This design comes from an exercise in tuning for small area on the open sky130 flow, not from production work. RTL that was checked went through simulation tests only; none was proved equivalent to the original. For runs 1 and 4, only the layout was checked, not whether the RTL still works. Power figures rest on the tool's default switching activity, not on a simulated workload.

--- standard.sh ---
#!/bin/bash
# synth_recipe.tcl (not shown) runs the flow's synth.tcl, then flattens the netlist and writes it again
# the make line also repeats each setting of config.mk as NAME=value (left out here)
make -C /OpenROAD-flow-scripts/flow DESIGN_CONFIG=/design/flow/config.mk WORK_HOME=/design/flow/orfs CLKGATE_MAP_FILE= SYNTH_SCRIPT=/design/flow/synth_recipe.tcl "${@:-finish}"
--- constraint.sdc ---
create_clock -name core_clock -period 8.0 [get_ports {clk}]
set_input_delay 1.6000 -clock core_clock [delete_from_list [all_inputs] [get_ports {clk}]]
set_output_delay 1.6000 -clock core_clock [all_outputs]
set_load 0.01 [all_outputs]
--- flow/run.sh ---
#!/bin/bash
# Layout flow: the standard flow, with synthesis re-run so that ABC maps
# the combinational logic with an area-oriented script (flow/area.abc).
# Registers come from the same Yosys steps, so names and cell types match the
# standard synthesis; this is checked below.
set -euo pipefail
D=$PWD
EXTRA_ARGS=${EXTRA_ARGS:-}
[[ -f $D/flow/make_args ]] && EXTRA_ARGS="$(cat $D/flow/make_args)"

cp $D/flow/area.abc $D/area.abc
cat > $D/area_synth.tcl <<EOT
proc synth {args} { yosys synth -nofsm -noshare {*}\$args }
proc abc {args} {
  set i [lsearch -exact \$args -script]
  if {\$i >= 0} { lset args [expr {\$i+1}] $D/area.abc }
  yosys abc {*}\$args
}
source \$::env(SCRIPTS_DIR)/synth.tcl
# left out here: clear keep_hierarchy, flatten, clean up
yosys rename -hide {w:*\$func\$*}
write_verilog -noattr -nohex -nodec \$::env(RESULTS_DIR)/1_2_yosys.v
EOT

# Reference: the standard synthesis, in a folder of its own
bash standard.sh WORK_HOME=$D/std synth > $D/std_synth.log 2>&1

# Main flow with the area-oriented mapping
bash standard.sh SYNTH_SCRIPT=$D/area_synth.tcl $EXTRA_ARGS synth > $D/synth.log 2>&1

regs() { grep -oE 'sky130_fd_sc_hd__(e?dfxtp|dfrtp|dfstp|sdf[a-z]*|edf[a-z]*)_[0-9]+ +[^ ]+' "$1" | sed -E 's/_[0-9]+ +/ /' | sort; }
regs $D/std/results/sky130hd/execUnit/base/1_2_yosys.v > $D/regs_std.txt
regs $D/orfs/results/sky130hd/execUnit/base/1_2_yosys.v > $D/regs_area.txt
if ! cmp -s $D/regs_std.txt $D/regs_area.txt; then
  echo "register mismatch against the standard synthesis" >&2
  diff $D/regs_std.txt $D/regs_area.txt | head >&2
  exit 1
fi

bash standard.sh SYNTH_SCRIPT=$D/area_synth.tcl $EXTRA_ARGS > $D/layout.log 2>&1
--- flow/area.abc ---
strash
 &get -n
 &dch
 &nf -a -R 1000
 &put
 buffer -c
 topo
 stime -c
 upsize -c
 dnsize -c
--- design.v ---
package aluPkg;
	typedef logic [1:0] aluOpT;
	localparam aluOpT opDef = 2'b00;
	localparam aluOpT opR   = 2'b01;
	localparam aluOpT opI   = 2'b10;
	localparam aluOpT opLs  = 2'b11;
	typedef logic [4:0] funcCodeT;
	localparam funcCodeT fnAdd  = 5'd0;
	localparam funcCodeT fnSub  = 5'd1;
	localparam funcCodeT fnAnd  = 5'd2;
	localparam funcCodeT fnXor  = 5'd3;
	localparam funcCodeT fnSll  = 5'd4;
	localparam funcCodeT fnSllV = 5'd5;
	localparam funcCodeT fnSrl  = 5'd6;
	localparam funcCodeT fnSrlV = 5'd7;
	localparam funcCodeT fnSra  = 5'd8;
	localparam funcCodeT fnSraV = 5'd9;
	typedef logic [2:0] resOpT;
	localparam resOpT selAdd    = 3'b000;
	localparam resOpT selComp   = 3'b001;
	localparam resOpT selAnd    = 3'b010;
	localparam resOpT selXor    = 3'b011;
	localparam resOpT selShiftL = 3'b100;
	localparam resOpT selShiftA = 3'b101;
	localparam int ShAmtW = 5;
endpackage
package cpuPkg;
	localparam int WordW = 32;
	localparam int IdxW = 3;
	typedef logic [WordW-1:0] wordT;
	typedef logic [IdxW-1:0] regIdxT;
	localparam wordT RegResetVal = '0;
endpackage
module execUnit (
	input  logic        clk,
	input  logic        rstN,
	input  logic        issue,
	input  logic [1:0]  aluOp,
	input  logic [4:0]  funcCode,
	input  logic [2:0]  rs,
	input  logic [2:0]  rt,
	input  logic [2:0]  rd,
	input  logic [31:0] imm,
	output logic [31:0] result,
	output logic        resultValid,
	output logic        zero
);
	logic [31:0] regs [8];
	wire [31:0] A = regs[rs];
	wire [31:0] T = regs[rt];
	wire isR    = (aluOp == 2'b01);
	wire sub    = (funcCode == 5'd1) && (aluOp == 2'b01 || aluOp == 2'b10);
	wire opAnd  = isR && (funcCode == 5'd2);
	wire opXor  = isR && (funcCode == 5'd3);
	wire opShl  = isR && (funcCode == 5'd4 || funcCode == 5'd5);
	wire opSrl  = isR && (funcCode == 5'd6 || funcCode == 5'd7);
	wire opSra  = isR && (funcCode == 5'd8 || funcCode == 5'd9);
	wire varSh  = (funcCode == 5'd5 || funcCode == 5'd7 || funcCode == 5'd9);
	wire [31:0] B  = isR ? T : imm;
	wire [4:0]  sh = varSh ? T[4:0] : imm[4:0];
	wire [31:0] sum = A + (B ^ {32{sub}}) + {31'd0, sub};
	function automatic [31:0] rev(input [31:0] x);
		for (int i = 0; i < 32; i++) rev[i] = x[31-i];
	endfunction
	wire [31:0] Ar   = opShl ? rev(A) : A;
	wire        fill = opSra & A[31];
	wire [63:0] ext  = {{32{fill}}, Ar};
	wire [63:0] srx  = ext >> sh;
	wire [31:0] sr   = srx[31:0];
	wire [31:0] shRes = opShl ? rev(sr) : sr;
	wire [31:0] Y = opAnd ? (A & B) :
	                opXor ? (A ^ B) :
	                (opShl | opSrl | opSra) ? shRes : sum;
	wire [31:0] wd = rstN ? Y : 32'd0;
	always_ff @(posedge clk) begin
		for (int i = 0; i < 8; i++)
			if (!rstN || (issue && rd == 3'(i)))
				regs[i] <= wd;
		if (!rstN || issue) begin
			result <= wd;
			zero   <= rstN && (Y == 32'd0);
		end
		resultValid <= rstN && issue;
	end
endmodule
--- config.mk ---
export PLATFORM = sky130hd
export DESIGN_NAME = execUnit
export DESIGN_NICKNAME = execUnit
export VERILOG_FILES = /design/flow/design.v
export SDC_FILE = /design/flow/constraint.sdc
export NUM_CORES = 4
export LEC_CHECK = 0
export CAP_MARGIN = 20
export CORE_MARGIN = 2
export CORE_UTILIZATION = 40
export SLEW_MARGIN = 20
==> results of run 1 <==
[timing repair]
action | 4_1_cts | 5_1_grt
hold buffers | 0 | 0
setup endpoints to repair | 0 | 18
gates resized for setup | 0 | 2
[state kept, by name, indices dropped and copies added, names as in the netlist]
| name | count |
|---|---|
| regs | 256 |
| result | 32 |
| resultValid | 1 |
| zero | 1 |
[report_power, final]
group / total, mW / switching (mW) / internal, mW
registers: 2.42 / 0.186 / 2.23
logic: 2.00 / 1.29 / 0.708
clock network: 1.28 / 0.553 / 0.729
total: 5.69 / 2.03 / 3.67
[kinds of logic after synthesis]
group                    share of synthesized area
AO/OA/AOI/OAI                                0.260
XOR/XNOR                                    0.0303
adder cells (fa/ha/maj)                     0.0459
buffers and inverters                       0.0402
flip-flops                                   0.493
multiplexers                                0.0126
AND/OR/NAND/NOR                              0.118
[critical path: cells and delay by family]
kind | cells | cell delay (ps)
xor+xnor | 2 | 410
compound gates | 15 | 3220
fa+ha+maj | 1 | 430
buf+inv | 2 | 650
simple gates | 10 | 1480
[metrics by stage]
stage / cell area, sq um / power, mW / hold WS (ps)
3_5_place_dp: 19400 / 4.37 / 1230
4_1_cts: 20300 / 5.66 / 1240
3_3_place_gp: 19400 / 4.36 / 1190
5_1_grt: 20300 / 5.97 / 1420
2_1_floorplan: 17600 / 3.59 / 1020
6_report: 20300 / 5.69 / 1280
[cells in the mapped netlist (all sizes together), types with 14 or more instances]
| master | n |
|---|---|
| a222oi | 51 |
| mux2i | 20 |
| clkbuf | 86 |
| a21oi | 222 |
| xnor2 | 47 |
| a31oi | 24 |
| nor3 | 17 |
| a22o | 59 |
| nand2 | 135 |
| edfxtp | 289 |
| ha | 63 |
| o21ai | 212 |
| xor2 | 14 |
| nand4 | 18 |
| nor2 | 182 |
| a221oi | 52 |
| nand3 | 31 |
| a22oi | 33 |
| buf | 55 |
| and2 | 28 |
| o22ai | 29 |
| inv | 25 |
[layout make-up]
class | instances | area (sq um)
Fill cell | 4060 | 23000
Timing Repair Buffer | 157 | 1530
Multi-Input combinational cell | 1320 | 8400
Clock buffer | 39 | 806
Inverter | 25 | 93.8
Clock inverter | 6 | 61.3
Tap cell | 585 | 732
Sequential cell | 290 | 8700
[layer usage]
metal  part of all wire  up-vias  wire length (um)  global-route usage
li1                   -     6964                 -                   -
met1               0.43     7520             27500               0.385
met2               0.45      809             28800               0.426
met3              0.095      115              6090              0.0423
met4              0.024        0              1540              0.0706
met5                  0        -                 0                   0
[path summary, 6_finish.rpt]
| kind | endpoint | cells after the start |
|---|---|---|
| max | zero | 30 |
| min | zero | 6 |
| max reg2reg | zero | 28 |
| min reg2reg | zero | 6 |
==> impl_metrics.toml, run 1 <==
[route]
wl_per_cell_um = 26.4
ant_nets = 0
first_pass_iters = 7
drtIter0Drc = 2043
viasPerCell = 6.36
vias = 15400
wl_um = 64000
drcViolationCount = 0

[synthesis]
seq_area_frac_synth = 0.493
async_flop_share = 0
synth_edf_count = 289
synth_seq_cells = 290
synth.cell_area_sq_um = 17600
netlist_top_cells_area = "edfxtp_1 (49%), a21oi_1 (6.0%), ha_1 (4.5%)"
synthFlopType = "edfxtp_1"
yosys_warnings = 2
syn_avg_cell_area_sq_um = 9.93
yosysTopAreaCellShare = 0.492
synth_cells = 1776
synth_cell_types = 65
synth_largest_area_cell = "edfxtp_1"
synth.net_count = 1891

[worst_setup_path]
worstPathArrival_ps = 7800
path_common_cell = "a21oi_1"
path_class = "input port to flop"
crit_slowest_cell = "clkdlybuf4s50_1"
critPathLaunchType = "input port"
r2r-start = "regs[7][1]"
cpPeakStageDelay_ps = 560
path_max_fanout = 9
end_kind = "flop"
ff2ff_setup_slack_ps = 2070
cp-startpoint = "rt[1]"
required_ps = 8330

[timing]
slew_viol_final = 0
relSlewSlack = 0.390
tightest_slew_ps = 909
fmax_mhz = 134
tns_ps = 0
rsz0062_at_grt = "no"
hold_viol_final = 0
setup_viol = 0
finalCriticalPeriod_ps = 7470
finClkSkew_ps = 31.1
timing.final.crit_share = 0.934
fin_ws_ps = 527

[outcome]
status = "finished clean"

[place]
port_buffers = 84
dp.cells = 2376
pre_cts_slack_ps = -50.7
hpwlAfterDp_um = 42900
globalplace.congestion = 0.993

[power_and_ir_drop]
vdd_ir_drop_max_mv = 0.216
leakagePower_nw = 7.30
powerDensity_nw_per_um2 = 280

[cells_and_area]
layout_common_cells = "edfxtp_1 (289), a21oi_1 (210), nor2_1 (177), o21ai_0 (146), nand2_1 (134)"
drive_gt1_frac = 0.0920
final_common_cell = "edfxtp_1"
num-nets-final = 1939
post-route-util = 0.470
final_cells = 2422
n_antenna_cell = 0
area_growth_pct = 15.2

[global_route]
antenna_found_initial = 1
grt_max_degree = 63
overflow = 0
grtUsageTotal = 0.269
grt_pass1_wl_um = 94100
first_global_vias = 14800

[die]
die_height_um = 214
die-area_sq_um = 45800
io_pins = 85
start_util = 0.407
core_area_sq_um = 43300
rows = 76
dieWidth_um = 214

[run]
maxCapViolations = 0

[cts]
cts_setup_buffers = 0
clockBufferDepth = 3
ctsRootBufferMaster = "clkbuf_16"
clkLatencyLatePin_ps = 580
clock-sinks = 290
path_clk_slew_ps = 60
cts_tree = "yes"
cts_buffers = 30
cts-htree-levels = 1

[worst_hold_path]
hold_path.class = "flop to flop"
min_from = "regs[0][30]"
==> run 2, diff against run 1 <==
--- a/design.v
+++ b/design.v
@@ -47,39 +47,53 @@
 );
 	logic [31:0] regs [8];
-	wire [31:0] A = regs[rs];
-	wire [31:0] T = regs[rt];
-	wire isR    = (aluOp == 2'b01);
-	wire sub    = (funcCode == 5'd1) && (aluOp == 2'b01 || aluOp == 2'b10);
-	wire opAnd  = isR && (funcCode == 5'd2);
-	wire opXor  = isR && (funcCode == 5'd3);
-	wire opShl  = isR && (funcCode == 5'd4 || funcCode == 5'd5);
-	wire opSrl  = isR && (funcCode == 5'd6 || funcCode == 5'd7);
-	wire opSra  = isR && (funcCode == 5'd8 || funcCode == 5'd9);
-	wire varSh  = (funcCode == 5'd5 || funcCode == 5'd7 || funcCode == 5'd9);
-	wire [31:0] B  = isR ? T : imm;
-	wire [4:0]  sh = varSh ? T[4:0] : imm[4:0];
+	logic        zflag;
+	wire isR   = (aluOp == 2'b01);
+	wire sub   = (funcCode == 5'd1) && (aluOp == 2'b01 || aluOp == 2'b10);
+	wire fAnd  = (funcCode == 5'd2);
+	wire fXor  = (funcCode == 5'd3);
+	wire fSl   = (funcCode[4:1] == 4'd2);
+	wire fSr   = (funcCode[4:1] == 4'd3);
+	wire fSra  = (funcCode[4:1] == 4'd4);
+	wire varSh = (funcCode == 5'd5 || funcCode == 5'd7 || funcCode == 5'd9);
+	wire kAnd = rstN && isR && fAnd;
+	wire kXor = rstN && isR && fXor;
+	wire kSl  = rstN && isR && fSl;
+	wire kSr  = rstN && isR && (fSr || fSra);
+	wire kSum = rstN && !(isR && (fAnd || fXor || fSl || fSr || fSra));
+	wire [7:0] sA = 8'd1 << rs;
+	wire [7:0] sB = isR ? (8'd1 << rt) : 8'd0;
+	wire       sI = !isR;
+	logic [31:0] A, B;
+	for (genvar i = 0; i < 32; i++) begin : gRead
+		assign A[i] = !(!((regs[0][i] & sA[0]) | (regs[1][i] & sA[1]) | (regs[2][i] & sA[2])) &
+			         !((regs[3][i] & sA[3]) | (regs[4][i] & sA[4]) | (regs[5][i] & sA[5])) &
+			         !((regs[6][i] & sA[6]) | (regs[7][i] & sA[7])));
+		assign B[i] = !(!((regs[0][i] & sB[0]) | (regs[1][i] & sB[1]) | (regs[2][i] & sB[2])) &
+			         !((regs[3][i] & sB[3]) | (regs[4][i] & sB[4]) | (regs[5][i] & sB[5])) &
+			         !((regs[6][i] & sB[6]) | (regs[7][i] & sB[7]) | (imm[i] & sI)));
+	end
+	wire [4:0] sh = varSh ? B[4:0] : imm[4:0];
 	wire [31:0] sum = A + (B ^ {32{sub}}) + {31'd0, sub};
-	function automatic [31:0] rev(input [31:0] x);
-		for (int i = 0; i < 32; i++) rev[i] = x[31-i];
-	endfunction
-	wire [31:0] Ar   = opShl ? rev(A) : A;
-	wire        fill = opSra & A[31];
-	wire [63:0] ext  = {{32{fill}}, Ar};
-	wire [63:0] srx  = ext >> sh;
-	wire [31:0] sr   = srx[31:0];
-	wire [31:0] shRes = opShl ? rev(sr) : sr;
-	wire [31:0] Y = opAnd ? (A & B) :
-	                opXor ? (A ^ B) :
-	                (opShl | opSrl | opSra) ? shRes : sum;
-	wire [31:0] wd = rstN ? Y : 32'd0;
+	logic [31:0] X, R;
+	for (genvar i = 0; i < 32; i++) begin : gRev
+		assign X[i] = fSl ? A[31-i] : A[i];
+	end
+	wire fill = fSra & A[31];
+	wire [63:0] srx = {{32{fill}}, X} >> sh;
+	assign R = srx[31:0];
+	logic [31:0] Y;
+	for (genvar i = 0; i < 32; i++) begin : gRes
+		assign Y[i] = (kSum & sum[i]) | (kAnd & A[i] & B[i]) | (kXor & (A[i] ^ B[i])) |
+			       (kSr & R[i]) | (kSl & R[31-i]);
+	end
 	always_ff @(posedge clk) begin
 		for (int i = 0; i < 8; i++)
 			if (!rstN || (issue && rd == 3'(i)))
-				regs[i] <= wd;
-		if (!rstN || issue) begin
-			result <= wd;
-			zero   <= rstN && (Y == 32'd0);
-		end
+				regs[i] <= Y;
+		if (!rstN || issue)
+			result <= Y;
+		zflag       <= rstN && (issue || zflag);
 		resultValid <= rstN && issue;
 	end
+	assign zero = zflag && (result == 32'd0);
 endmodule
==> impl_metrics.toml, run 2 <==
[global_route]
overflow = 0
first_global_vias = 13600
antenna_found_initial = 1
grt_max_degree = 37
grt_pass1_wl_um = 92100
grtUsageTotal = 0.297

[cells_and_area]
drive_gt1_frac = 0.121
regMostFlops = "regs"
num-nets-final = 1669
largest_reg_flops = 256
area_growth_pct = 17.1
layout_common_cells = "edfxtp_1 (288), a222oi_1 (159), a21oi_1 (138), nand2_1 (123), nor2_1 (101)"
final_common_cell = "edfxtp_1"
fillCellCount = 3689
multi_input_area_sq_um = 7410
n_antenna_cell = 0
largestRegisters = "regs (256), result (32)"
final-seq-area_sq_um = 8690

[worst_setup_path]
worstPathArrival_ps = 7240
required_ps = 8150
end_kind = "flop"
critPathLaunchType = "input port"
path_max_fanout = 16
path_class = "input port to flop"

[cts]
clock-sinks = 290
clkLatencyLatePin_ps = 570
ctsRootBufferMaster = "clkbuf_16"
cts_tree = "yes"
holdBufCountCts = 0
cts_setup_buffers = 0
path_clk_slew_ps = 60
clockBufferDepth = 3
cts_resized = 0
cts-htree-levels = 1
cts_buffers = 28

[timing]
timing.final.crit_share = 0.886
tightest_slew_ps = 1200
fmax_mhz = 141
slew_viol_final = 0
relSlewSlack = 0.196
tns_ps = 0
finalCriticalPeriod_ps = 7090
rsz0062_at_grt = "no"
finClkSkew_ps = 24.9
hold_viol_final = 0
setup_viol = 0

[synthesis]
synth_cell_types = 66
seq_area_frac_synth = 0.529
synth_largest_area_cell = "edfxtp_1"
syn_avg_cell_area_sq_um = 11.0
synth.net_count = 1570
synth_seq_cells = 290
synth_compound_area_frac = 0.236
async_flop_share = 0
netlist_top_cells_area = "edfxtp_1 (53%), a222oi_1 (9.7%), a21oi_1 (4.2%)"
yosys_warnings = 2
synth_edf_count = 288
yosysTopAreaCellShare = 0.526
yosys-top-cells-count = "edfxtp_1 (288), a222oi_1 (159), a21oi_1 (138)"
synth_mux_area_frac = 0.0256
synth-simple-area-share = 0.109
synth.cell_area_sq_um = 16400
synthFlopType = "edfxtp_1"
yosysMostFrequentCell = "edfxtp_1"
synth_top_family_by_area = "compound AO/OA/AOI/OAI gates"
synth_adder_area_share = 0.0254
synthXorXnorAreaFrac = 0.0448
synth_cells = 1487

[route]
drcViolationCount = 0
wl_um = 63800
drtIter0Drc = 3432
ant_nets = 0
vias = 14600
wl_per_cell_um = 29.8
first_pass_iters = 14
viasPerCell = 6.80

[die]
start_util = 0.404
die_height_um = 207
dieWidth_um = 207
die-area_sq_um = 42700
core_area_sq_um = 40600
io_pins = 85
rows = 74

[outcome]
status = "finished clean"

[place]
hpwlAfterDp_um = 46100
globalplace.congestion = 1.03
port_buffers = 84

[worst_hold_path]
hold_path.class = "flop to flop"

[power_and_ir_drop]
finalPower_mw = 5.70
vdd_ir_drop_max_mv = 0.227
powerDensity_nw_per_um2 = 296
leakagePower_nw = 6.69

[run]
maxCapViolations = 0
## run 2: changes by cell type in the layout (fill, tap and decap cells not counted), moves of 29 or more
cell	change
o21ai_1	-29
a222oi_1	+108
nand3_1	+39
o21ai_0	-55
a22o_1	-59
a221oi_1	-47
ha_1	-31
nor2_1	-76
a21oi_1	-72
## run 2: path summary, 6_finish.rpt
kind | start | endpoint | slack (ps) | cells past startpoint
hold / removal | zflag | zflag | 470 | 1
setup / recovery | aluOp[0] | result[28] | 910 | 22
setup reg to reg | regs[2][0] | result[28] | 2640 | 21
hold reg to reg | zflag | zflag | 470 | 1
## run 2: power breakdown
group          switching, mW  total, mW  internal, mW
clock                  0.600       1.31         0.705
sequential             0.240       2.50          2.26
combinational           1.25       1.89         0.645
total                   2.09       5.70          3.61
## run 2: layer usage
| metal | vias up | wire length [um] | track usage |
|---|---|---|---|
| met2 | 1071 | 28800 | 0.470 |
| li1 | 6284 | - | - |
| met1 | 7060 | 25100 | 0.402 |
| met4 | 0 | 1930 | 0.0913 |
| met3 | 137 | 8040 | 0.0736 |
| met5 | - | 0 | 0 |
## run 2: cell families (layout without fill, tap and decap cells)
kind of cell | after synthesis | after routing
DFF | 290 | 290
muxes | 40 | 40
AOI/OAI and AO/OA | 539 | 539
and+or+nand+nor | 386 | 386
xor gates and xnor gates | 84 | 84
buffers and inverters | 115 | 236
adders and majority gates | 33 | 33
## run 2: metrics by stage
step / setup slack (ps) / instances / hold slack [ps] / utilization / instance area (sq um)
after CTS: 874 / 2138 / 460 / 0.473 / 19200
after detailed placement: 306 / 2086 / 443 / 0.451 / 18300
final: 908 / 2140 / 467 / 0.473 / 19200
after floorplan: 1710 / 1487 / 420 / - / 16400
after global routing: 598 / 2140 / 476 / 0.473 / 19200
after global placement: 516 / 2086 / 437 / 0.451 / 18300
## run 2: worst max-delay path, cell delays in order
cell and delay [ps]:
clkdlybuf4s50_1 470, ha_1 330, nand2b_1 220, nor3_2 480
buf_4 380, a222oi_1 140, nand3_1 210, xnor2_1 100
ha_1 380, and3_1 240, o21ai_1 140, nor3_1 200
nor2_1 110, or3_1 380, o211ai_1 150, a21oi_1 170
or3_1 390, o211ai_1 240, a21oi_1 180, xnor2_1 160
a21oi_1 160, nand3_1 400
## run 2: final cells by class
class	instances	area share
well taps	532	0.0346
flip-flops and latches	290	0.452
repair buffers	173	0.0791
clock inverters	22	0.00930
inverters	11	0.00215
clock buffers	30	0.0379
multi-input cells	1082	0.385
==> run 3, diff against run 2 <==
--- a/flow/run.sh
+++ b/flow/run.sh
@@ -1,11 +1,12 @@
 #!/bin/bash
 # Layout flow: the standard flow, with synthesis re-run so that ABC maps
-# the combinational logic with an area-oriented script (flow/area.abc).
+# the combinational logic with an area-oriented script (flow/area.abc), and
+# with the make variables listed one per line in flow/make_args.
 # Registers come from the same Yosys steps, so names and cell types match the
 # standard synthesis; this is checked below.
 set -euo pipefail
 D=$PWD
-EXTRA_ARGS=${EXTRA_ARGS:-}
-[[ -f $D/flow/make_args ]] && EXTRA_ARGS="$(cat $D/flow/make_args)"
+ARGS=()
+[[ -f $D/flow/make_args ]] && mapfile -t ARGS < <(grep -v '^\s*$' $D/flow/make_args)
 
 cp $D/flow/area.abc $D/area.abc
@@ -26,6 +27,6 @@
 bash standard.sh WORK_HOME=$D/std synth > $D/std_synth.log 2>&1
 
-# Main flow with the area-oriented mapping
-bash standard.sh SYNTH_SCRIPT=$D/area_synth.tcl $EXTRA_ARGS synth > $D/synth.log 2>&1
+# Synthesis with the area-oriented mapping
+bash standard.sh SYNTH_SCRIPT=$D/area_synth.tcl "${ARGS[@]}" synth > $D/synth.log 2>&1
 
 regs() { grep -oE 'sky130_fd_sc_hd__(e?dfxtp|dfrtp|dfstp|sdf[a-z]*|edf[a-z]*)_[0-9]+ +[^ ]+' "$1" | sed -E 's/_[0-9]+ +/ /' | sort; }
@@ -38,3 +39,4 @@
 fi
 
-bash standard.sh SYNTH_SCRIPT=$D/area_synth.tcl $EXTRA_ARGS > $D/layout.log 2>&1
+# Rest of the layout
+bash standard.sh SYNTH_SCRIPT=$D/area_synth.tcl "${ARGS[@]}" > $D/layout.log 2>&1
==> flow/area.abc (replaced) <==
strash
 &get -n
 &dch
 &nf -R 1000
 &put
 buffer -c
 upsize -c -D 5000
 dnsize -c -D 5000
==> flow/make_args (new file) <==
ADDER_MAP_FILE=
SYNTH_OPERATIONS_ARGS=-booth
BUFFER_PORTS_ARGS=-buffer_cell sky130_fd_sc_hd__buf_1
CTS_ARGS=-sink_clustering_enable -repair_clock_nets -dont_use_dummy_load -buf_list sky130_fd_sc_hd__clkbuf_4
==> impl_metrics.toml, run 3 <==
[place]
globalplace.congestion = 0.962
hpwlAfterDp_um = 37800
port_buffers = 84

[global_route]
first_global_vias = 13400
grt_use_met2 = 0.423
overflow = 0
antenna_found_initial = 3
grtUsageMet3 = 0.0547
grtUsageTotal = 0.264
gr-usage-met1 = 0.338
busiest_layer = "met2"
grt_pass1_wl_um = 81600
grt_max_degree = 62

[die]
start_util = 0.404
die-area_sq_um = 41700
dieWidth_um = 204
die_height_um = 204
io_pins = 85
rows = 73
core_area_sq_um = 39600

[synthesis]
yosysTopAreaCellShare = 0.540
synthFlopType = "edfxtp_1"
yosys_warnings = 2
netlist_top_cells_area = "edfxtp_1 (54%), a222oi_1 (10%), mux2i_1 (3.8%)"
yosysMostFrequentCell = "edfxtp_1"
synth_seq_cells = 290
synth_largest_area_cell = "edfxtp_1"
synth_cell_types = 56
synth.cell_area_sq_um = 16000
async_flop_share = 0
synth.net_count = 1498
yosys-top-cells-count = "edfxtp_1 (288), a222oi_1 (160), nor2_1 (145)"
synth_edf_count = 288
syn_avg_cell_area_sq_um = 11.1
seq_area_frac_synth = 0.542
synth_cells = 1447

[timing]
finalCriticalPeriod_ps = 6640
slew_viol_final = 0
hold_viol_final = 0
timing.final.crit_share = 0.830
tns_ps = 0
fmax_mhz = 151
relSlewSlack = 0.334
setup_viol = 0
rsz0062_at_grt = "no"
finClkSkew_ps = 108
tightest_slew_ps = 989

[cells_and_area]
final_common_cell = "edfxtp_1"
largestRegisters = "regs (256), result (32)"
regMostFlops = "regs"
multi_input_area_sq_um = 7090
num-nets-final = 1626
area_growth_pct = 12.1
final-seq-area_sq_um = 8690
layout_common_cells = "edfxtp_1 (288), a222oi_1 (160), nor2_1 (141), nand2_1 (126), buf_1 (84)"
drive_gt1_frac = 0.124
largest_reg_flops = 256
fillCellCount = 3733
post-route-util = 0.453

[cts]
clkLatencyLatePin_ps = 790
cts-htree-levels = 3
path_clk_slew_ps = 50
cts_buffers = 79
cts_setup_buffers = 0
clockBufferDepth = 3
clock-sinks = 290
holdBufCountCts = 0
ctsRootBufferMaster = "clkbuf_4"
cts_resized = 0
cts_tree = "yes"

[worst_setup_path]
worstPathArrival_ps = 6980
critPathLaunchType = "input port"
rr_worst_depth = 22
end_kind = "flop"
path_max_fanout = 19
required_ps = 8350
worstReg2RegEnd = "regs[0][29]"
path_class = "input port to flop"
r2r-start = "regs[2][1]"
ff2ff_setup_slack_ps = 2470

[route]
vias = 13700
drcViolationCount = 0
ant_nets = 0
viasPerCell = 6.52
wl_per_cell_um = 26.3
drtIter0Drc = 2211
first_pass_iters = 11
wl_um = 55300

[power_and_ir_drop]
powerDensity_nw_per_um2 = 260
leakagePower_nw = 6.26
vdd_ir_drop_max_mv = 0.141

[worst_hold_path]
hold_depth = 1
hold_path.class = "flop to flop"
min_from = "zflag"
min_to = "zflag"

[run]
maxCapViolations = 0

[outcome]
status = "finished clean"
-- run 3: logic make-up after synthesis --
group,Yosys count,share of synthesized area
buffers and inverters,117,0.0275
AO/OA/AOI/OAI,452,0.213
AND/OR/NAND/NOR,422,0.122
XOR/XNOR,101,0.0552
multiplexers,63,0.0395
adder cells (fa/ha/maj),2,0.00125
flip-flops,290,0.542
-- run 3: worst max path at each step --
stage,startpoint,cells past startpoint,end,slack (ps)
floorplan,aluOp[1],23,regs[0][29],1340
global placement,aluOp[1],26,regs[2][29],740
detailed placement,aluOp[1],26,regs[1][29],720
CTS,aluOp[1],26,regs[5][29],1470
global route,aluOp[0],26,regs[3][29],880
finish,aluOp[0],26,regs[0][29],1360
-- run 3: area by class of cell --
class | instances | share of cell area
flip-flops and latches | 290 | 0.483
multi-input cells | 1040 | 0.394
repair buffers | 161 | 0.0515
well taps | 525 | 0.0365
clock buffers | 79 | 0.0330
inverters | 3 | 0.000627
diodes | 4 | 0.000557
-- run 3: through the flow --
step	hold slack (ps)	worst slack, ps	total power, mW	cell area [sq um]	cells
after CTS	463	1470	4.69	17900	2097
after global routing	501	880	4.94	18000	2101
after detailed placement	454	721	3.70	17300	2018
final	461	1360	4.68	18000	2102
after global placement	453	736	3.68	17300	2018
after floorplan	432	1340	3.21	16000	1447
-- run 3: report_power, final --
group	internal, mW	switching [mW]	leakage, nW
sequential	2.18	0.186	2.99
clock	0.446	0.533	0.363
combinational	0.451	0.878	2.90
total	3.08	1.60	6.26
-- run 3: critical path, stage by stage --
cell	delay, ps
buf_1	150
and2b_1	260
nand2_1	180
nor3_2	190
buf_4	330
a222oi_1	110
and3_1	240
or2_2	330
a32o_1	260
nand3b_1	90
o211ai_1	180
and4b_1	240
a2111oi_2	320
buf_4	200
o21ai_1	170
a311o_1	400
and3_1	180
a2111oi_0	470
buf_4	210
nor2_1	50
nor2_1	120
xor2_1	80
nand2_1	80
o221ai_1	100
nor2_1	90
o21ai_0	320
-- run 3: per-layer routing --
| layer | routed length [um] | vias up |
|---|---|---|
| met1 | 22200 | 6660 |
| li1 | - | 6107 |
| met2 | 25800 | 791 |
| met4 | 2420 | 2 |
| met5 | 13 | - |
| met3 | 4850 | 147 |
==> run 4, diff against run 3 <==
--- a/design.v
+++ b/design.v
@@ -32,4 +32,158 @@
 	localparam wordT RegResetVal = '0;
 endpackage
+module bkCarry (
+	input  logic [31:0] p,
+	input  logic [31:0] g,
+	input  logic        cin,
+	output logic [32:0] c
+);
+	wire bg1_1 = g[1] | (p[1] & g[0]);
+	wire bp1_1 = p[1] & p[0];
+	wire bg1_3 = g[3] | (p[3] & g[2]);
+	wire bp1_3 = p[3] & p[2];
+	wire bg1_5 = g[5] | (p[5] & g[4]);
+	wire bp1_5 = p[5] & p[4];
+	wire bg1_7 = g[7] | (p[7] & g[6]);
+	wire bp1_7 = p[7] & p[6];
+	wire bg1_9 = g[9] | (p[9] & g[8]);
+	wire bp1_9 = p[9] & p[8];
+	wire bg1_11 = g[11] | (p[11] & g[10]);
+	wire bp1_11 = p[11] & p[10];
+	wire bg1_13 = g[13] | (p[13] & g[12]);
+	wire bp1_13 = p[13] & p[12];
+	wire bg1_15 = g[15] | (p[15] & g[14]);
+	wire bp1_15 = p[15] & p[14];
+	wire bg1_17 = g[17] | (p[17] & g[16]);
+	wire bp1_17 = p[17] & p[16];
+	wire bg1_19 = g[19] | (p[19] & g[18]);
+	wire bp1_19 = p[19] & p[18];
+	wire bg1_21 = g[21] | (p[21] & g[20]);
+	wire bp1_21 = p[21] & p[20];
+	wire bg1_23 = g[23] | (p[23] & g[22]);
+	wire bp1_23 = p[23] & p[22];
+	wire bg1_25 = g[25] | (p[25] & g[24]);
+	wire bp1_25 = p[25] & p[24];
+	wire bg1_27 = g[27] | (p[27] & g[26]);
+	wire bp1_27 = p[27] & p[26];
+	wire bg1_29 = g[29] | (p[29] & g[28]);
+	wire bp1_29 = p[29] & p[28];
+	wire bg1_31 = g[31] | (p[31] & g[30]);
+	wire bp1_31 = p[31] & p[30];
+	wire bg2_3 = bg1_3 | (bp1_3 & bg1_1);
+	wire bp2_3 = bp1_3 & bp1_1;
+	wire bg2_7 = bg1_7 | (bp1_7 & bg1_5);
+	wire bp2_7 = bp1_7 & bp1_5;
+	wire bg2_11 = bg1_11 | (bp1_11 & bg1_9);
+	wire bp2_11 = bp1_11 & bp1_9;
+	wire bg2_15 = bg1_15 | (bp1_15 & bg1_13);
+	wire bp2_15 = bp1_15 & bp1_13;
+	wire bg2_19 = bg1_19 | (bp1_19 & bg1_17);
+	wire bp2_19 = bp1_19 & bp1_17;
+	wire bg2_23 = bg1_23 | (bp1_23 & bg1_21);
+	wire bp2_23 = bp1_23 & bp1_21;
+	wire bg2_27 = bg1_27 | (bp1_27 & bg1_25);
+	wire bp2_27 = bp1_27 & bp1_25;
+	wire bg2_31 = bg1_31 | (bp1_31 & bg1_29);
+	wire bp2_31 = bp1_31 & bp1_29;
+	wire bg3_7 = bg2_7 | (bp2_7 & bg2_3);
+	wire bp3_7 = bp2_7 & bp2_3;
+	wire bg3_15 = bg2_15 | (bp2_15 & bg2_11);
+	wire bp3_15 = bp2_15 & bp2_11;
+	wire bg3_23 = bg2_23 | (bp2_23 & bg2_19);
+	wire bp3_23 = bp2_23 & bp2_19;
+	wire bg3_31 = bg2_31 | (bp2_31 & bg2_27);
+	wire bp3_31 = bp2_31 & bp2_27;
+	wire bg4_15 = bg3_15 | (bp3_15 & bg3_7);
+	wire bp4_15 = bp3_15 & bp3_7;
+	wire bg4_31 = bg3_31 | (bp3_31 & bg3_23);
+	wire bp4_31 = bp3_31 & bp3_23;
+	wire bg5_31 = bg4_31 | (bp4_31 & bg4_15);
+	wire bp5_31 = bp4_31 & bp4_15;
+	wire bd3_23 = bg3_23 | (bp3_23 & bg4_15);
+	wire bdp3_23 = bp3_23 & bp4_15;
+	wire bd2_11 = bg2_11 | (bp2_11 & bg3_7);
+	wire bdp2_11 = bp2_11 & bp3_7;
+	wire bd2_19 = bg2_19 | (bp2_19 & bg4_15);
+	wire bdp2_19 = bp2_19 & bp4_15;
+	wire bd2_27 = bg2_27 | (bp2_27 & bd3_23);
+	wire bdp2_27 = bp2_27 & bdp3_23;
+	wire bd1_5 = bg1_5 | (bp1_5 & bg2_3);
+	wire bdp1_5 = bp1_5 & bp2_3;
+	wire bd1_9 = bg1_9 | (bp1_9 & bg3_7);
+	wire bdp1_9 = bp1_9 & bp3_7;
+	wire bd1_13 = bg1_13 | (bp1_13 & bd2_11);
+	wire bdp1_13 = bp1_13 & bdp2_11;
+	wire bd1_17 = bg1_17 | (bp1_17 & bg4_15);
+	wire bdp1_17 = bp1_17 & bp4_15;
+	wire bd1_21 = bg1_21 | (bp1_21 & bd2_19);
+	wire bdp1_21 = bp1_21 & bdp2_19;
+	wire bd1_25 = bg1_25 | (bp1_25 & bd3_23);
+	wire bdp1_25 = bp1_25 & bdp3_23;
+	wire bd1_29 = bg1_29 | (bp1_29 & bd2_27);
+	wire bdp1_29 = bp1_29 & bdp2_27;
+	wire bd0_2 = g[2] | (p[2] & bg1_1);
+	wire bdp0_2 = p[2] & bp1_1;
+	wire bd0_4 = g[4] | (p[4] & bg2_3);
+	wire bdp0_4 = p[4] & bp2_3;
+	wire bd0_6 = g[6] | (p[6] & bd1_5);
+	wire bdp0_6 = p[6] & bdp1_5;
+	wire bd0_8 = g[8] | (p[8] & bg3_7);
+	wire bdp0_8 = p[8] & bp3_7;
+	wire bd0_10 = g[10] | (p[10] & bd1_9);
+	wire bdp0_10 = p[10] & bdp1_9;
+	wire bd0_12 = g[12] | (p[12] & bd2_11);
+	wire bdp0_12 = p[12] & bdp2_11;
+	wire bd0_14 = g[14] | (p[14] & bd1_13);
+	wire bdp0_14 = p[14] & bdp1_13;
+	wire bd0_16 = g[16] | (p[16] & bg4_15);
+	wire bdp0_16 = p[16] & bp4_15;
+	wire bd0_18 = g[18] | (p[18] & bd1_17);
+	wire bdp0_18 = p[18] & bdp1_17;
+	wire bd0_20 = g[20] | (p[20] & bd2_19);
+	wire bdp0_20 = p[20] & bdp2_19;
+	wire bd0_22 = g[22] | (p[22] & bd1_21);
+	wire bdp0_22 = p[22] & bdp1_21;
+	wire bd0_24 = g[24] | (p[24] & bd3_23);
+	wire bdp0_24 = p[24] & bdp3_23;
+	wire bd0_26 = g[26] | (p[26] & bd1_25);
+	wire bdp0_26 = p[26] & bdp1_25;
+	wire bd0_28 = g[28] | (p[28] & bd2_27);
+	wire bdp0_28 = p[28] & bdp2_27;
+	wire bd0_30 = g[30] | (p[30] & bd1_29);
+	wire bdp0_30 = p[30] & bdp1_29;
+	assign c[0] = cin;
+	assign c[1] = g[0] | (p[0] & cin);
+	assign c[2] = bg1_1 | (bp1_1 & cin);
+	assign c[3] = bd0_2 | (bdp0_2 & cin);
+	assign c[4] = bg2_3 | (bp2_3 & cin);
+	assign c[5] = bd0_4 | (bdp0_4 & cin);
+	assign c[6] = bd1_5 | (bdp1_5 & cin);
+	assign c[7] = bd0_6 | (bdp0_6 & cin);
+	assign c[8] = bg3_7 | (bp3_7 & cin);
+	assign c[9] = bd0_8 | (bdp0_8 & cin);
+	assign c[10] = bd1_9 | (bdp1_9 & cin);
+	assign c[11] = bd0_10 | (bdp0_10 & cin);
+	assign c[12] = bd2_11 | (bdp2_11 & cin);
+	assign c[13] = bd0_12 | (bdp0_12 & cin);
+	assign c[14] = bd1_13 | (bdp1_13 & cin);
+	assign c[15] = bd0_14 | (bdp0_14 & cin);
+	assign c[16] = bg4_15 | (bp4_15 & cin);
+	assign c[17] = bd0_16 | (bdp0_16 & cin);
+	assign c[18] = bd1_17 | (bdp1_17 & cin);
+	assign c[19] = bd0_18 | (bdp0_18 & cin);
+	assign c[20] = bd2_19 | (bdp2_19 & cin);
+	assign c[21] = bd0_20 | (bdp0_20 & cin);
+	assign c[22] = bd1_21 | (bdp1_21 & cin);
+	assign c[23] = bd0_22 | (bdp0_22 & cin);
+	assign c[24] = bd3_23 | (bdp3_23 & cin);
+	assign c[25] = bd0_24 | (bdp0_24 & cin);
+	assign c[26] = bd1_25 | (bdp1_25 & cin);
+	assign c[27] = bd0_26 | (bdp0_26 & cin);
+	assign c[28] = bd2_27 | (bdp2_27 & cin);
+	assign c[29] = bd0_28 | (bdp0_28 & cin);
+	assign c[30] = bd1_29 | (bdp1_29 & cin);
+	assign c[31] = bd0_30 | (bdp0_30 & cin);
+	assign c[32] = bg5_31 | (bp5_31 & cin);
+endmodule
 module execUnit (
 	input  logic        clk,
@@ -74,5 +228,10 @@
 	end
 	wire [4:0] sh = varSh ? B[4:0] : imm[4:0];
-	wire [31:0] sum = A + (B ^ {32{sub}}) + {31'd0, sub};
+	wire [31:0] Bx = B ^ {32{sub}};
+	wire [31:0] p  = A ^ Bx;
+	wire [31:0] g  = A & Bx;
+	wire [32:0] c;
+	bkCarry bkCarry_i (.p(p), .g(g), .cin(sub), .c(c));
+	wire [31:0] sum = p ^ c[31:0];
 	logic [31:0] X, R;
 	for (genvar i = 0; i < 32; i++) begin : gRev
@@ -84,5 +243,5 @@
 	logic [31:0] Y;
 	for (genvar i = 0; i < 32; i++) begin : gRes
-		assign Y[i] = (kSum & sum[i]) | (kAnd & A[i] & B[i]) | (kXor & (A[i] ^ B[i])) |
+		assign Y[i] = (kSum & sum[i]) | (kAnd & g[i]) | (kXor & p[i]) |
 			       (kSr & R[i]) | (kSl & R[31-i]);
 	end
==> flow/area.abc (replaced) <==
strash
 &get -n
 &dch
 &nf -R 1000
 &put
==> impl_metrics.toml, run 4 <==
[timing]
relSlewSlack = 0.255
timing.final.crit_share = 0.852
tightest_slew_ps = 1110
finClkSkew_ps = 85.0
hold_viol_final = 0
finalCriticalPeriod_ps = 6820
setup_viol = 0
rsz0062_at_grt = "no"
hold_slack_ps = 461
slew_viol_final = 0
fmax_mhz = 147
tns_ps = 0

[worst_setup_path]
endpoint = "regs[1][23]"
path_max_fanout = 16
crit_slowest_cell = "o21ai_0"
worstReg2RegEnd = "regs[1][23]"
r2r-start = "regs[4][1]"
critPathLaunchType = "input port"
ff2ff_setup_slack_ps = 2380
path_class = "input port to flop"
rr_worst_depth = 19
required_ps = 8320
end_kind = "flop"
path_common_cell = "buf_4"
cpPeakStageDelay_ps = 810
cp-startpoint = "aluOp[1]"
worstPathArrival_ps = 7130
path_cells = "buf_1, nand2b_2, buf_4, nor3_2, buf_4, a222oi_1, nand3_1, xnor2_1, nand2b_1, o21ai_0, a211oi_1, buf_4, nor2_1, nor3_1, buf_4, o221ai_1, a21oi_1, o21ai_0, nand2_1, or2_0, nand2_1, maj3_1, xor2_1, o21ai_0"

[synthesis]
netlist_top_cells_area = "edfxtp_1 (57%), a222oi_1 (11%), o21ai_0 (3.6%)"
syn_avg_cell_area_sq_um = 11.5
yosysMostFrequentCell = "edfxtp_1"
seq_area_frac_synth = 0.568
yosys-top-cells-count = "edfxtp_1 (288), a222oi_1 (162), nand2_1 (135)"
synth_seq_cells = 290
yosysTopAreaCellShare = 0.565
synth_largest_area_cell = "edfxtp_1"
synth_cell_types = 46
synth_cells = 1330
async_flop_share = 0
synth.cell_area_sq_um = 15300
yosys_warnings = 2
synthFlopType = "edfxtp_1"
synth_edf_count = 288
synth.net_count = 1381

[power_and_ir_drop]
vdd_ir_drop_max_mv = 0.132
finalPower_mw = 4.54
p_int_mw = 2.99
seq_power_share = 0.522
combPwrFrac = 0.267
clock_power_share = 0.211
switchingPower_mw = 1.55
switching_share = 0.341
powerDensity_nw_per_um2 = 258
leakagePower_nw = 6.02

[cts]
cts_tree = "yes"
ctsRootBufferMaster = "clkbuf_4"
clkLatencyLatePin_ps = 740
cts-htree-levels = 3
path_clk_slew_ps = 50
clock-sinks = 290
cts_buffers = 77
holdBufCountCts = 0
cts_setup_buffers = 0
clockBufferDepth = 3
cts_resized = 0

[global_route]
first_global_vias = 13300
grt_max_degree = 67
antenna_found_initial = 2
grt_pass1_wl_um = 81700
grtUsageTotal = 0.279
overflow = 0

[route]
wl_met1_um = 23300
routed.top_layer = "met4"
drtIter0Drc = 2517
met3WireLength_um = 5680
wl_per_cell_um = 26.8
vias = 13800
ant_nets = 0
viasPerCell = 6.66
wl_um = 55600
met2_length_um = 25200
first_pass_iters = 12
drcViolationCount = 0

[die]
core_area_sq_um = 37700
dieWidth_um = 200
die_height_um = 200
rows = 71
start_util = 0.406
die-area_sq_um = 39800
io_pins = 85

[place]
port_buffers = 84
hpwlAfterDp_um = 38000
dpl_cell_area_sq_um = 17000
globalplace.congestion = 1.02

[worst_hold_path]
hold_path.class = "flop to flop"

[cells_and_area]
area_growth_pct = 15.0
fillCellCount = 3552
final_area_sq_um = 17600
final_common_cell = "edfxtp_1"
multi_input_area_sq_um = 6770
drive_gt1_frac = 0.114
post-route-util = 0.467
layout_common_cells = "edfxtp_1 (288), a222oi_1 (162), nand2_1 (135), nor2_1 (130), a21oi_1 (97)"
largestRegisters = "regs (256), result (32)"
largest_reg_flops = 256
regMostFlops = "regs"
num-nets-final = 1617
final-seq-area_sq_um = 8690

[outcome]
status = "finished clean"

[run]
maxCapViolations = 0
==> run 4: cell types whose count changed after synthesis, sizes merged, moves of 9 or more <==
cell,before,now
o21ai,93,109
nor3,10,20
buf,14,0
and3,39,11
clkbuf,100,0
o22ai,22,11
a21oi,78,97
nand3,23,55
mux2i,61,37
clkinv,0,15
nor2,145,134
nand2,126,135
xor2,45,19
==> run 4: metal layers <==
| layer | vias up | GRT usage |
|---|---|---|
| li1 | 6065 | - |
| met1 | 6723 | 0.390 |
| met2 | 936 | 0.430 |
| met3 | 117 | 0.0523 |
| met4 | 0 | 0.110 |
| met5 | - | 0 |
==> run 4: cell families after synthesis <==
kind of cell,synth area share
flops,0.568
mux,0.0264
xor+xnor,0.0435
fa+ha+maj,0.00262
buf+inv,0.00368
simple gates,0.125
compound gates,0.231
==> run 4: area by class of cell <==
cell class / instances / area share
Inverter: 15 / 0.00320
Clock buffer: 77 / 0.0328
Sequential cell: 290 / 0.494
Antenna cell: 2 / 0.000284
Tap cell: 511 / 0.0363
Multi-Input combinational cell: 1025 / 0.385
Timing Repair Buffer: 157 / 0.0491
==> run 4: power groups by stage <==
| stage | combinational, mW | clock (mW) | sequential (mW) |
|---|---|---|---|
| 2_1_floorplan | 0.746 | 0 | 2.35 |
| 3_3_place_gp | 1.18 | 0 | 2.38 |
| 3_5_place_dp | 1.19 | 0 | 2.38 |
| 4_1_cts | 1.19 | 0.991 | 2.36 |
| 5_1_grt | 1.33 | 1.06 | 2.40 |
| 6_report | 1.21 | 0.958 | 2.37 |
==> run 4: worst max-delay path, delay by kind of cell <==
kind / cells / cell delay, ps
compound gates: 7 / 2090
simple gates: 9 / 1540
buf+inv: 5 / 1070
xor+xnor: 2 / 430
fa+ha+maj: 1 / 370
==> run 4: worst min-delay path by stage <==
| stage | from | endpoint | slack [ps] | cells after the start |
|---|---|---|---|---|
| after global placement | zflag | zflag | 450 | 1 |
| after global routing | zflag | zflag | 490 | 1 |
| after CTS | zflag | zflag | 460 | 1 |
| after detailed placement | zflag | zflag | 450 | 1 |
| final | zflag | zflag | 460 | 1 |
| after floorplan | zflag | zflag | 430 | 1 |
==> run 4: metrics by stage <==
step,std cells,setup slack [ps]
6_report,2077,1180
5_1_grt,2076,778
4_1_cts,2075,1360
3_5_place_dp,1998,650
3_3_place_gp,1998,731
2_1_floorplan,1330,110
==> run 5, diff against run 4 <==
--- a/design.v
+++ b/design.v
@@ -38,5 +38,6 @@
 	output logic [32:0] c
 );
-	wire bg1_1 = g[1] | (p[1] & g[0]);
+	wire g0c = g[0] | (p[0] & cin);
+	wire bg1_1 = g[1] | (p[1] & g0c);
 	wire bp1_1 = p[1] & p[0];
 	wire bg1_3 = g[3] | (p[3] & g[2]);
@@ -153,36 +154,36 @@
 	wire bdp0_30 = p[30] & bdp1_29;
 	assign c[0] = cin;
-	assign c[1] = g[0] | (p[0] & cin);
-	assign c[2] = bg1_1 | (bp1_1 & cin);
-	assign c[3] = bd0_2 | (bdp0_2 & cin);
-	assign c[4] = bg2_3 | (bp2_3 & cin);
-	assign c[5] = bd0_4 | (bdp0_4 & cin);
-	assign c[6] = bd1_5 | (bdp1_5 & cin);
-	assign c[7] = bd0_6 | (bdp0_6 & cin);
-	assign c[8] = bg3_7 | (bp3_7 & cin);
-	assign c[9] = bd0_8 | (bdp0_8 & cin);
-	assign c[10] = bd1_9 | (bdp1_9 & cin);
-	assign c[11] = bd0_10 | (bdp0_10 & cin);
-	assign c[12] = bd2_11 | (bdp2_11 & cin);
-	assign c[13] = bd0_12 | (bdp0_12 & cin);
-	assign c[14] = bd1_13 | (bdp1_13 & cin);
-	assign c[15] = bd0_14 | (bdp0_14 & cin);
-	assign c[16] = bg4_15 | (bp4_15 & cin);
-	assign c[17] = bd0_16 | (bdp0_16 & cin);
-	assign c[18] = bd1_17 | (bdp1_17 & cin);
-	assign c[19] = bd0_18 | (bdp0_18 & cin);
-	assign c[20] = bd2_19 | (bdp2_19 & cin);
-	assign c[21] = bd0_20 | (bdp0_20 & cin);
-	assign c[22] = bd1_21 | (bdp1_21 & cin);
-	assign c[23] = bd0_22 | (bdp0_22 & cin);
-	assign c[24] = bd3_23 | (bdp3_23 & cin);
-	assign c[25] = bd0_24 | (bdp0_24 & cin);
-	assign c[26] = bd1_25 | (bdp1_25 & cin);
-	assign c[27] = bd0_26 | (bdp0_26 & cin);
-	assign c[28] = bd2_27 | (bdp2_27 & cin);
-	assign c[29] = bd0_28 | (bdp0_28 & cin);
-	assign c[30] = bd1_29 | (bdp1_29 & cin);
-	assign c[31] = bd0_30 | (bdp0_30 & cin);
-	assign c[32] = bg5_31 | (bp5_31 & cin);
+	assign c[1] = g0c;
+	assign c[2] = bg1_1;
+	assign c[3] = bd0_2;
+	assign c[4] = bg2_3;
+	assign c[5] = bd0_4;
+	assign c[6] = bd1_5;
+	assign c[7] = bd0_6;
+	assign c[8] = bg3_7;
+	assign c[9] = bd0_8;
+	assign c[10] = bd1_9;
+	assign c[11] = bd0_10;
+	assign c[12] = bd2_11;
+	assign c[13] = bd0_12;
+	assign c[14] = bd1_13;
+	assign c[15] = bd0_14;
+	assign c[16] = bg4_15;
+	assign c[17] = bd0_16;
+	assign c[18] = bd1_17;
+	assign c[19] = bd0_18;
+	assign c[20] = bd2_19;
+	assign c[21] = bd0_20;
+	assign c[22] = bd1_21;
+	assign c[23] = bd0_22;
+	assign c[24] = bd3_23;
+	assign c[25] = bd0_24;
+	assign c[26] = bd1_25;
+	assign c[27] = bd0_26;
+	assign c[28] = bd2_27;
+	assign c[29] = bd0_28;
+	assign c[30] = bd1_29;
+	assign c[31] = bd0_30;
+	assign c[32] = bg5_31;
 endmodule
 module execUnit (
==> flow/make_args (replaced) <==
ADDER_MAP_FILE=
SYNTH_OPERATIONS_ARGS=-booth
BUFFER_PORTS_ARGS=-buffer_cell sky130_fd_sc_hd__buf_1
CTS_ARGS=-sink_clustering_enable -repair_clock_nets -dont_use_dummy_load -buf_list sky130_fd_sc_hd__clkbuf_8 -sink_clustering_size 16 -sink_clustering_max_diameter 80
==> impl_metrics.toml, run 5 <==
[outcome]
status = "finished clean"

[worst_setup_path]
rr_worst_depth = 18
path_class = "input port to flop"
crit_slowest_cell = "or4_1"
r2r-start = "regs[5][0]"
worstPathArrival_ps = 7690
critPathLaunchType = "input port"
cpPeakStageDelay_ps = 700
ff2ff_setup_slack_ps = 2200
end_kind = "flop"
path_delay_family = "simple AND/OR/NAND/NOR gates"
required_ps = 8240
path_cells = "buf_1, nand2b_2, buf_4, nor3_4, buf_4, a222oi_1, and3_1, xor2_1, xnor2_1, o31a_1, nor3_1, or3_1, a31oi_1, o21ai_0, nand3_1, nand3_1, a211oi_1, nor3_1, nor3_1, maj3_1, a21oi_1, or4_1"
path_common_cell = "nor3_1"
cp-startpoint = "aluOp[1]"
worstReg2RegEnd = "regs[5][31]"
path_max_fanout = 37
path_buf_inv = 3

[synthesis]
netlist_top_cells_area = "edfxtp_1 (57%), a222oi_1 (11%), mux2i_1 (4.4%)"
synth_cells = 1254
yosysTopAreaCellShare = 0.571
synth_cell_types = 44
synth_seq_cells = 290
synthFlopType = "edfxtp_1"
seq_area_frac_synth = 0.574
yosys_warnings = 2
synth_edf_count = 288
synth.net_count = 1305
syn_avg_cell_area_sq_um = 12.1
yosysMostFrequentCell = "edfxtp_1"
synth.cell_area_sq_um = 15100
async_flop_share = 0
yosys-top-cells-count = "edfxtp_1 (288), a222oi_1 (160), nor2_1 (103)"
synth_largest_area_cell = "edfxtp_1"

[route]
viasPerCell = 6.80
wl_um = 55100
vias = 13200
ant_nets = 0
drcViolationCount = 0
first_pass_iters = 11
drtIter0Drc = 2536
wl_per_cell_um = 28.3

[die]
io_pins = 85
die-area_sq_um = 39400
rows = 71
dieWidth_um = 199
die_height_um = 199
start_util = 0.404
core_area_sq_um = 37500

[timing]
rsz0062_at_grt = "no"
timing.final.crit_share = 0.932
tns_ps = 0
tightest_slew_ps = 1120
hold_viol_final = 0
finClkSkew_ps = 42.4
relSlewSlack = 0.247
finalCriticalPeriod_ps = 7450
setup_viol = 0
fmax_mhz = 134
slew_viol_final = 0
hold_slack_ps = 481

[cts]
clkLatencyLatePin_ps = 590
clock-sinks = 290
path_clk_slew_ps = 70
cts-htree-levels = 1
cts_buffers = 22
cts_tree = "yes"
cts_setup_buffers = 0
cts_resized = 0
ctsRootBufferMaster = "clkbuf_8"
holdBufCountCts = 0
clockBufferDepth = 3

[worst_hold_path]
min_to = "zflag"
min_from = "zflag"
hold_depth = 1
hold_path.class = "flop to flop"

[global_route]
antenna_found_initial = 0
grtUsageMet3 = 0.0504
overflow = 0
first_global_vias = 12600
grt_max_degree = 67
grtUsageTotal = 0.274
busiest_layer = "met2"
grt_use_met2 = 0.430
grt_pass1_wl_um = 80500
gr-usage-met1 = 0.385

[power_and_ir_drop]
seq_power_share = 0.548
switching_share = 0.349
vdd_ir_drop_max_mv = 0.147
leakagePower_nw = 5.85
combPwrFrac = 0.290
powerDensity_nw_per_um2 = 254
switchingPower_mw = 1.54
clock_power_share = 0.161
p_int_mw = 2.86

[cells_and_area]
n_antenna_cell = 0
drive_gt1_frac = 0.0884
largest_reg_flops = 256
final_cells = 1947
largestRegisters = "regs (256), result (32)"
multi_input_area_sq_um = 6630
num-nets-final = 1489
post-route-util = 0.461
final-seq-area_sq_um = 8690
final_common_cell = "edfxtp_1"
final_area_sq_um = 17300
regMostFlops = "regs"
layout_common_cells = "edfxtp_1 (288), a222oi_1 (160), nor2_1 (99), nand2_1 (91), buf_1 (84)"
fillCellCount = 3502
area_growth_pct = 14.1

[run]
maxCapViolations = 0

[place]
hpwlAfterDp_um = 36400
dpl_cell_area_sq_um = 17000
dp.cells = 1923
globalplace.congestion = 0.961
port_buffers = 84
==> run 5: cell types whose count changed in the layout (fill, tap and decap cells not counted), sizes merged, moves of 18 or more <==
| cell | previous run | this run |
|---|---|---|
| nor2 | 134 | 103 |
| o22ai | 11 | 46 |
| o21ai | 109 | 91 |
| clkbuf | 77 | 23 |
| nand2 | 135 | 91 |
| xnor2 | 57 | 38 |
| mux2i | 37 | 67 |
| a21oi | 97 | 77 |
| xor2 | 19 | 44 |
==> run 5: how the worst max path moves through the flow <==
stage,end,cells past startpoint
after CTS,regs[5][31],20
final,regs[5][31],22
after detailed placement,result[31],20
after floorplan,regs[0][31],19
after global routing,regs[5][31],22
after global placement,regs[6][31],20
==> run 5: logic make-up after synthesis <==
| kind of cell | after synthesis | synth area share |
|---|---|---|
| AO/OA/AOI/OAI | 459 | 0.225 |
| AND/OR/NAND/NOR | 334 | 0.101 |
| XOR/XNOR | 82 | 0.0474 |
| adder cells (fa/ha/maj) | 4 | 0.00264 |
| multiplexers | 69 | 0.0458 |
| buffers and inverters | 16 | 0.00397 |
| flip-flops | 290 | 0.574 |
==> run 5: cell type report <==
type | instances | area share
multi-input cells | 948 | 0.383
flip-flops and latches | 290 | 0.503
clock buffers | 22 | 0.0175
well taps | 511 | 0.0370
inverters | 16 | 0.00348
repair buffers | 160 | 0.0559
==> run 5: routing by layer <==
metal / vias up / routed length, um
li1: 5714 / -
met1: 6466 / 22400
met2: 942 / 25000
met3: 108 / 6250
met4: 0 / 1490
met5: - / 0
==> run 5: power by group through the flow <==
stage | Clock [mW] | Combinational [mW] | Sequential [mW]
6_report | 0.709 | 1.28 | 2.41
5_1_grt | 0.774 | 1.38 | 2.44
4_1_cts | 0.722 | 1.26 | 2.40
3_5_place_dp | 0 | 1.25 | 2.43
3_3_place_gp | 0 | 1.25 | 2.43
2_1_floorplan | 0 | 0.788 | 2.40
==> run 5: worst register-to-register path, cell delays in order, from the launching register on <==
cell and delay, ps:
edfxtp_1 390, a222oi_1 460, nand2_1 100, a221oi_1 280
buf_4 210, nor2b_1 190, o31a_1 240, nor3_1 70
or3_1 490, a31oi_1 400, o21ai_0 290, nand3_1 160
nand3_1 180, a211oi_1 550, nor3_1 110, nor3_1 310
maj3_1 270, a21oi_1 80, or4_1 700
==> run 5: metrics by stage <==
step	power, mW	worst slack (ps)
5_1_grt	4.60	281
2_1_floorplan	3.18	267
3_3_place_gp	3.68	112
6_report	4.40	547
3_5_place_dp	3.68	-58.8
4_1_cts	4.38	510
==> run 6, diff against run 5 <==
--- a/design.v
+++ b/design.v
@@ -216,4 +216,6 @@
 	wire kSr  = rstN && isR && (fSr || fSra);
 	wire kSum = rstN && !(isR && (fAnd || fXor || fSl || fSr || fSra));
+	wire kPx  = kSum || kXor;
+	wire cEn  = !(isR && fXor);
 	wire [7:0] sA = 8'd1 << rs;
 	wire [7:0] sB = isR ? (8'd1 << rt) : 8'd0;
@@ -231,5 +233,5 @@
 	wire [31:0] Bx = B ^ {32{sub}};
 	wire [31:0] p  = A ^ Bx;
-	wire [31:0] g  = A & Bx;
+	wire [31:0] g  = A & Bx & {32{cEn}};
 	wire [32:0] c;
 	bkCarry bkCarry_i (.p(p), .g(g), .cin(sub), .c(c));
@@ -244,5 +246,5 @@
 	logic [31:0] Y;
 	for (genvar i = 0; i < 32; i++) begin : gRes
-		assign Y[i] = (kSum & sum[i]) | (kAnd & g[i]) | (kXor & p[i]) |
+		assign Y[i] = (kPx & sum[i]) | (kAnd & A[i] & !p[i]) |
 			       (kSr & R[i]) | (kSl & R[31-i]);
 	end
==> impl_metrics.toml, run 6 <==
[synthesis]
synth.cell_area_sq_um = 15100
synth_cells = 1291
async_flop_share = 0
synth-simple-area-share = 0.123
synth_compound_area_frac = 0.235
netlist_top_cells_area = "edfxtp_1 (57%), a222oi_1 (11%), nand2_1 (3.8%)"
seq_area_frac_synth = 0.575
synth_top_family_by_area = "compound AO/OA/AOI/OAI gates"
syn_avg_cell_area_sq_um = 11.7
synthFlopType = "edfxtp_1"
synthXorXnorAreaFrac = 0.0383
synth_mux_area_frac = 0.0276
synth_cell_types = 47
yosysMostFrequentCell = "edfxtp_1"
synth.net_count = 1342
synth_largest_area_cell = "edfxtp_1"
yosysTopAreaCellShare = 0.572
synth_adder_area_share = 0
synth_edf_count = 288
yosys-top-cells-count = "edfxtp_1 (288), a222oi_1 (160), nand2_1 (152)"
synth_seq_cells = 290
yosys_warnings = 2

[global_route]
antenna_found_initial = 1
grt_pass1_wl_um = 79200
grt_max_degree = 60
overflow = 0
grtUsageTotal = 0.274
first_global_vias = 12300

[outcome]
status = "finished clean"

[worst_setup_path]
path_max_fanout = 22
worstPathArrival_ps = 6840
path_class = "input port to flop"
worstReg2RegEnd = "regs[0][23]"
endpoint = "regs[3][31]"
end_kind = "flop"
ff2ff_setup_slack_ps = 2890
r2r-start = "regs[1][0]"
required_ps = 8300
cp-startpoint = "aluOp[1]"
critPathLaunchType = "input port"
rr_worst_depth = 20

[route]
met3WireLength_um = 5610
routed.top_layer = "met4"
first_pass_iters = 15
drtIter0Drc = 2639
ant_nets = 0
viasPerCell = 6.77
met2_length_um = 24300
wl_met1_um = 22800
wl_per_cell_um = 27.8
vias = 13300
drcViolationCount = 0
wl_um = 54600

[timing]
finalCriticalPeriod_ps = 6540
setup_viol = 0
fmax_mhz = 153
slew_viol_final = 0
relSlewSlack = 0.302
tns_ps = 0
finClkSkew_ps = 56.0
tightest_slew_ps = 1040
timing.final.crit_share = 0.818
rsz0062_at_grt = "no"
hold_viol_final = 0

[cells_and_area]
num-nets-final = 1510
fillCellCount = 3479
area_growth_pct = 13.1
largest_reg_flops = 256
final_common_cell = "edfxtp_1"
regMostFlops = "regs"
largestRegisters = "regs (256), result (32)"
layout_common_cells = "edfxtp_1 (288), a222oi_1 (160), nand2_1 (152), nor2_1 (104), a21oi_1 (94)"
final_cells = 1968
drive_gt1_frac = 0.0776
n_antenna_cell = 0
multi_input_area_sq_um = 6620
final-seq-area_sq_um = 8690

[cts]
cts_tree = "yes"
cts_buffers = 22
path_clk_slew_ps = 100
clockBufferDepth = 3
holdBufCountCts = 0
ctsRootBufferMaster = "clkbuf_8"
clock-sinks = 290
cts-htree-levels = 1
cts_resized = 0
clkLatencyLatePin_ps = 600
cts_setup_buffers = 0

[die]
core_area_sq_um = 37400
io_pins = 85
start_util = 0.404
dieWidth_um = 198
rows = 71
die_height_um = 198
die-area_sq_um = 39300

[power_and_ir_drop]
switchingPower_mw = 1.39
leakagePower_nw = 5.66
vdd_ir_drop_max_mv = 0.0996
p_int_mw = 2.72
clock_power_share = 0.173
combPwrFrac = 0.269
powerDensity_nw_per_um2 = 240
seq_power_share = 0.559
switching_share = 0.339

[place]
hpwlAfterDp_um = 35800
dp.cells = 1945
port_buffers = 84
globalplace.congestion = 0.942

[run]
maxCapViolations = 0

[worst_hold_path]
hold_path.class = "flop to flop"
==> run 6: changes by cell type in the layout (fill, tap and decap cells not counted), moves of 8 or more <==
cell / previous run / this run
o311ai_0: 0 / 9
a22oi_1: 32 / 44
xnor2_1: 38 / 25
buf_4: 68 / 56
a21oi_1: 74 / 94
o21ai_0: 79 / 87
clkinv_1: 16 / 7
mux2i_1: 67 / 36
o22ai_1: 46 / 6
nor3_1: 16 / 6
nand2_1: 91 / 152
o211ai_1: 2 / 24
a211oi_1: 12 / 0
==> run 6: cells by family (layout without fill, tap and decap cells) <==
logic type / after synthesis / in the layout
xor+xnor: 66 / 66
simple gates: 409 / 409
flops: 290 / 290
mux: 41 / 41
compound gates: 478 / 478
buf+inv: 7 / 173
==> run 6: through the flow <==
step	setup WS [ps]	hold slack (ps)	util	instance area [sq um]	power [mW]
5_1_grt	876	498	0.457	17100	4.31
6_report	1460	479	0.457	17100	4.11
4_1_cts	1550	479	0.456	17100	4.09
2_1_floorplan	6.13	432	-	15100	2.98
3_5_place_dp	901	447	0.448	16800	3.40
3_3_place_gp	1060	445	0.448	16800	3.39
==> run 6: routing by layer <==
metal  GRT usage  vias to the layer above
met5           0                        -
met4      0.0966                        0
li1            -                     5796
met1       0.392                     6534
met2       0.426                      865
met3      0.0382                      135
==> run 6: worst min-delay path by stage <==
stage | from | endpoint | slack (ps) | cells past startpoint
5_1_grt | zflag | zflag | 500 | 1
4_1_cts | zflag | zflag | 480 | 1
2_1_floorplan | zflag | zflag | 430 | 1
6_report | zflag | zflag | 480 | 1
3_5_place_dp | zflag | zflag | 450 | 1
3_3_place_gp | zflag | zflag | 450 | 1
==> run 6: critical path, cell delays in order <==
cell	delay [ps]
buf_1	100
nand2b_2	540
nor3_2	400
buf_4	350
a222oi_1	130
and3_1	220
xor2_1	180
xnor2_1	190
o21ai_0	140
nand2_1	140
nand3_1	110
o211ai_1	230
a41oi_1	180
buf_4	190
o211ai_1	250
a31oi_1	220
nor4bb_1	300
a221oi_1	90
buf_4	180
nor3_1	300
o21ai_0	150
o31ai_1	100
xnor2_1	150
nand2_1	70
o211ai_1	310
==> run 6: layout make-up <==
| class | count | share of cell area |
|---|---|---|
| Inverter | 7 | 0.00154 |
| Tap cell | 511 | 0.0374 |
| Timing Repair Buffer | 144 | 0.0474 |
| Multi-Input combinational cell | 994 | 0.388 |
| Sequential cell | 290 | 0.508 |
| Clock buffer | 22 | 0.0177 |
==> run 6: power groups by stage <==
| stage | clock, mW | combinational [mW] | sequential, mW |
|---|---|---|---|
| 2_1_floorplan | 0 | 0.688 | 2.29 |
| 3_3_place_gp | 0 | 1.08 | 2.31 |
| 3_5_place_dp | 0 | 1.08 | 2.32 |
| 4_1_cts | 0.719 | 1.09 | 2.29 |
| 5_1_grt | 0.775 | 1.21 | 2.33 |
| 6_report | 0.709 | 1.10 | 2.30 |

-- re-timing with driven ports --
The results above use ideal ports. As a check the final layouts listed here were re-extracted and re-timed, cells and wires unchanged.
Step 1: set_driving_cell puts a clkbuf_16 on clk and a buf_2 on each other input, an assumption about the parent block.
Step 2 times the ports against the registers' clock, not the clock port: input delays grow and output delays shrink by t, the midpoint of the rising clock arrivals with the driver on.
Slacks: ideal / step 1 / step 2; pairs: ideal / step 1.
run | t, ns | slack for setup (ns) | hold slack, ns
run 1 | 0.615 | 0.527 / 0.551 / -0.063 | 1.278 / 1.278 / 1.278
run 2 | 0.603 | 0.908 / 0.928 / 0.326 | 0.467 / 0.467 / 0.467
run 3 | 0.780 | 1.362 / 1.385 / 0.605 | 0.461 / 0.461 / 0.461
run 4 | 0.750 | 1.184 / 1.209 / 0.459 | 0.461 / 0.461 / 0.461
run 5 | 0.618 | 0.547 / 0.570 / -0.048 | 0.481 / 0.481 / 0.481
run 6 | 0.625 | 1.457 / 1.486 / 0.861 | 0.479 / 0.479 / 0.479
Met with ideal ports but missed after step 2: setup timing in run 1 and run 5. The setup slack of run 3, which loses most, moves by +0.023 ns with the drivers and by -0.757 ns with both steps.
